This is an optimization exercise on Yosys and OpenROAD, whose aim is small area and a short achievable clock period, not a production implementation. Function was checked by simulation only, so behaviour that the tests miss may differ from the original. Power and IR drop assume default switching activity.

==> flow/design.v (excerpt) <==
module joltage_select_sum #(
  parameter int MAX_K = 12,
  parameter int VAL_W = 40,
  parameter int SUM_W = 64,
  parameter int CNT_W = 32,
  localparam int KW   = $clog2(MAX_K+1)
)(
  input  logic             clk,
  input  logic             rst_n,
  input  logic [KW-1:0]    k_sel,
  input  logic [3:0]       in_digit,
  input  logic             in_last,
  input  logic             in_valid,
  output logic             in_ready,
  input  logic             sum_clr,
  output logic             line_valid,
  output logic [VAL_W-1:0] line_value,
  output logic             line_short,
  output logic [SUM_W-1:0] sum_out,
  output logic [CNT_W-1:0] lines_done,
  output logic [2:0]       error
);
==> module joltage_select_sum, before the edit <==
module joltage_select_sum #(
  parameter int MAX_K = 12,
  parameter int VAL_W = 40,
  parameter int SUM_W = 64,
  parameter int CNT_W = 32,
  localparam int KW   = $clog2(MAX_K+1)
)(
  input  logic             clk,
  input  logic             rst_n,
  input  logic [KW-1:0]    k_sel,
  input  logic [3:0]       in_digit,
  input  logic             in_last,
  input  logic             in_valid,
  output logic             in_ready,
  input  logic             sum_clr,
  output logic             line_valid,
  output logic [VAL_W-1:0] line_value,
  output logic             line_short,
  output logic [SUM_W-1:0] sum_out,
  output logic [CNT_W-1:0] lines_done,
  output logic [2:0]       error
);
  logic [MAX_K-1:0][3:0] dig, cand;
  logic [MAX_K-1:1] shf_q, asc_nxt, shf_nxt;
  logic [VAL_W-1:0] val_p, val_g, va_nxt, vb_nxt;
  logic [VAL_W-1:0] val;
  logic [KW-1:0]    cnt, k_r, k_nxt;
  logic             live, fin, rdy, in_line;
  logic             acc, upd, clr, dig_ok, k_ok, short_l, add_ok;
  logic [VAL_W:0]   add_lo;
  logic [SUM_W-1:0] sum_nxt;
  logic             carry;
  logic [CNT_W-1:0] lines_nxt;
  logic [2:0]       err_set;
  assign in_ready = rdy;
  assign acc      = in_valid && in_ready;
  assign dig_ok   = (in_digit <= 4'd9);
  assign upd      = acc && dig_ok;
  assign clr      = fin || !live;
  assign k_ok     = (k_sel != '0) && (k_sel <= KW'(MAX_K));
  assign short_l  = (cnt < k_r);
  assign add_ok   = fin && !short_l;
  assign k_nxt = in_line ? k_r : (k_ok ? k_sel : KW'(MAX_K));
  always_comb begin
    cand[0] = (shf_q[1] || in_digit > dig[0]) ? in_digit : dig[0];
    for (int j = 1; j < MAX_K; j++)
      cand[j] = shf_q[j] ? dig[j-1] : dig[j];
    for (int j = 1; j < MAX_K; j++)
      asc_nxt[j] = (KW'(j) < k_nxt) && (cand[j] < cand[j-1]);
    shf_nxt[MAX_K-1] = asc_nxt[MAX_K-1];
    for (int j = MAX_K-2; j >= 1; j--)
      shf_nxt[j] = shf_nxt[j+1] | asc_nxt[j];
  end
  jss_bcd2bin u_conv (.d(cand), .va(va_nxt), .vb(vb_nxt));
  assign line_valid = fin;
  assign line_short = fin && short_l;
  assign line_value = add_ok ? val : '0;
  jss_cpa_pg #(.W(VAL_W)) u_val (.p_in(val_p), .g_in(val_g), .s(val));
  jss_cpa_sklansky #(.W(VAL_W+1)) u_add (.a({1'b0, sum_out[VAL_W-1:0]}), .b({1'b0, val}), .s(add_lo));
  jss_inc #(.W(SUM_W-VAL_W)) u_inc_hi (.a(sum_out[SUM_W-1:VAL_W]), .ci(add_lo[VAL_W]), .s(sum_nxt[SUM_W-1:VAL_W]), .co(carry));
  assign sum_nxt[VAL_W-1:0] = add_lo[VAL_W-1:0];
  assign lines_nxt = lines_done + 1'b1;
  assign err_set = {add_ok && carry,
                    (fin && short_l) || (acc && !in_line && !k_ok),
                    acc && !dig_ok};
  always_ff @(posedge clk or negedge rst_n) begin
    if (!rst_n) begin
      live    <= 1'b0;
      fin     <= 1'b0;
      rdy     <= 1'b0;
    end else begin
      live <= 1'b1;
      fin  <= acc && in_last;
      rdy  <= !(acc && in_last);
    end
  end
  always_ff @(posedge clk) begin
    if (clr) begin
      in_line <= 1'b0;
      dig     <= '0;
      shf_q   <= '0;
      cnt     <= '0;
    end else begin
      if (acc) in_line <= !in_last;
      if (upd) begin
        dig   <= cand;
        shf_q <= shf_nxt;
        if (cnt != KW'(MAX_K)) cnt <= cnt + 1'b1;
      end
    end
  end
  always_ff @(posedge clk) begin
    if (acc && !in_line) k_r <= k_ok ? k_sel : KW'(MAX_K);
    if (upd) begin
      val_p <= va_nxt ^ vb_nxt;
      val_g <= va_nxt & vb_nxt;
    end
  end
  always_ff @(posedge clk or negedge rst_n) begin
    if (!rst_n) begin
      sum_out    <= '0;
      lines_done <= '0;
      error      <= '0;
    end else if (sum_clr) begin
      sum_out    <= '0;
      lines_done <= '0;
      error      <= '0;
    end else begin
      error <= error | err_set;
      if (fin) lines_done <= lines_nxt;
      if (add_ok) sum_out <= sum_nxt;
    end
  end
endmodule
clock: 9.0 ns
lec_check: 0
cap_margin: 20
core_margin: 2
core_utilization: 55
setup_slack_margin: 4.0
slew_margin: 20
standard.sh (not shown) runs the stock make flow with config.mk's settings and CLKGATE_MAP_FILE= SYNTH_SCRIPT=/design/flow/synth_recipe.tcl, a recipe that flattens the netlist after the stock synthesis.
==> flow/flow/run.sh <==
#!/bin/bash
set -euo pipefail
export BUFFER_PORTS_ARGS="-buffer_cell sky130_fd_sc_hd__buf_1"
export CTS_ARGS="-sink_clustering_enable -repair_clock_nets -dont_use_dummy_load"
bash standard.sh finish > standard_flow.log 2>&1
The first run completed with no timing, DRC or antenna violations.
Change:
--- a/flow/design.v
+++ b/flow/design.v
@@ -56,11 +56,11 @@
   assign line_short = fin && short_l;
   assign line_value = add_ok ? val : '0;
   jss_cpa_pg #(.W(VAL_W)) u_val (.p_in(val_p), .g_in(val_g), .s(val));
-  jss_cpa_sklansky #(.W(VAL_W+1)) u_add (.a({1'b0, sum_out[VAL_W-1:0]}), .b({1'b0, val}), .s(add_lo));
+  jss_cpa_sklansky #(.W(VAL_W+1)) u_add (.a({1'b0, sum_out[VAL_W-1:0]}), .b({1'b0, line_value}), .s(add_lo));
   jss_inc #(.W(SUM_W-VAL_W)) u_inc_hi (.a(sum_out[SUM_W-1:VAL_W]), .ci(add_lo[VAL_W]), .s(sum_nxt[SUM_W-1:VAL_W]), .co(carry));
   assign sum_nxt[VAL_W-1:0] = add_lo[VAL_W-1:0];
-  assign lines_nxt = lines_done + 1'b1;
-  assign err_set = {add_ok && carry,
+  assign lines_nxt = lines_done + CNT_W'(fin);
+  assign err_set = {carry,
                     (fin && short_l) || (acc && !in_line && !k_ok),
                     acc && !dig_ok};
   always_ff @(posedge clk or negedge rst_n) begin
@@ -107,8 +107,8 @@
       error      <= '0;
     end else begin
       error <= error | err_set;
-      if (fin) lines_done <= lines_nxt;
-      if (add_ok) sum_out <= sum_nxt;
+      lines_done <= lines_nxt;
+      sum_out    <= sum_nxt;
     end
   end
 endmodule
=> The new run produced a clean layout. Worst setup slack improves by 0.11 ns. Clock skew grows by 0.020 ns. Power shrinks by roughly a tenth. Design area shrinks by a few percent. Non-clock buffer count shrinks by 10. Via count shrinks by a few percent. Routed wire length shrinks by a little under a tenth. Sequential share of layout area grows by 1.1 points. Clock power shrinks by a few percent. Sequential power barely changes. Sequential cell count stays the same. Count of clock-buffer cells in the layout shrinks by 1.

## static timing again, ports no longer ideal
No port has a modelled driver above. Below, the same layouts with a new extraction and two added sets of constraints.
Step 1, drivers: a clkbuf_16 drives clk and a buf_2 each remaining input, both assumed.
Step 2 also shifts input and output timing later by t, the mid clock arrival at the registers, as if the neighbouring blocks saw the same clock.
a / b / c = no drivers / after step 1 / after step 2; a / b = the first two.
| run | t, ns | setup WS [ns] | worst setup path after step 2 |
|---|---|---|---|
| the first run | 0.574 | 4.030 / 4.030 / 3.673 | input to register |
| the second run | 0.582 | 4.143 / 4.143 / 3.693 | input to register |
After both steps every run listed still meets setup and hold. The setup slack of the second run, which loses most, moves by 0.000 ns with the drivers and by -0.450 ns with both steps.
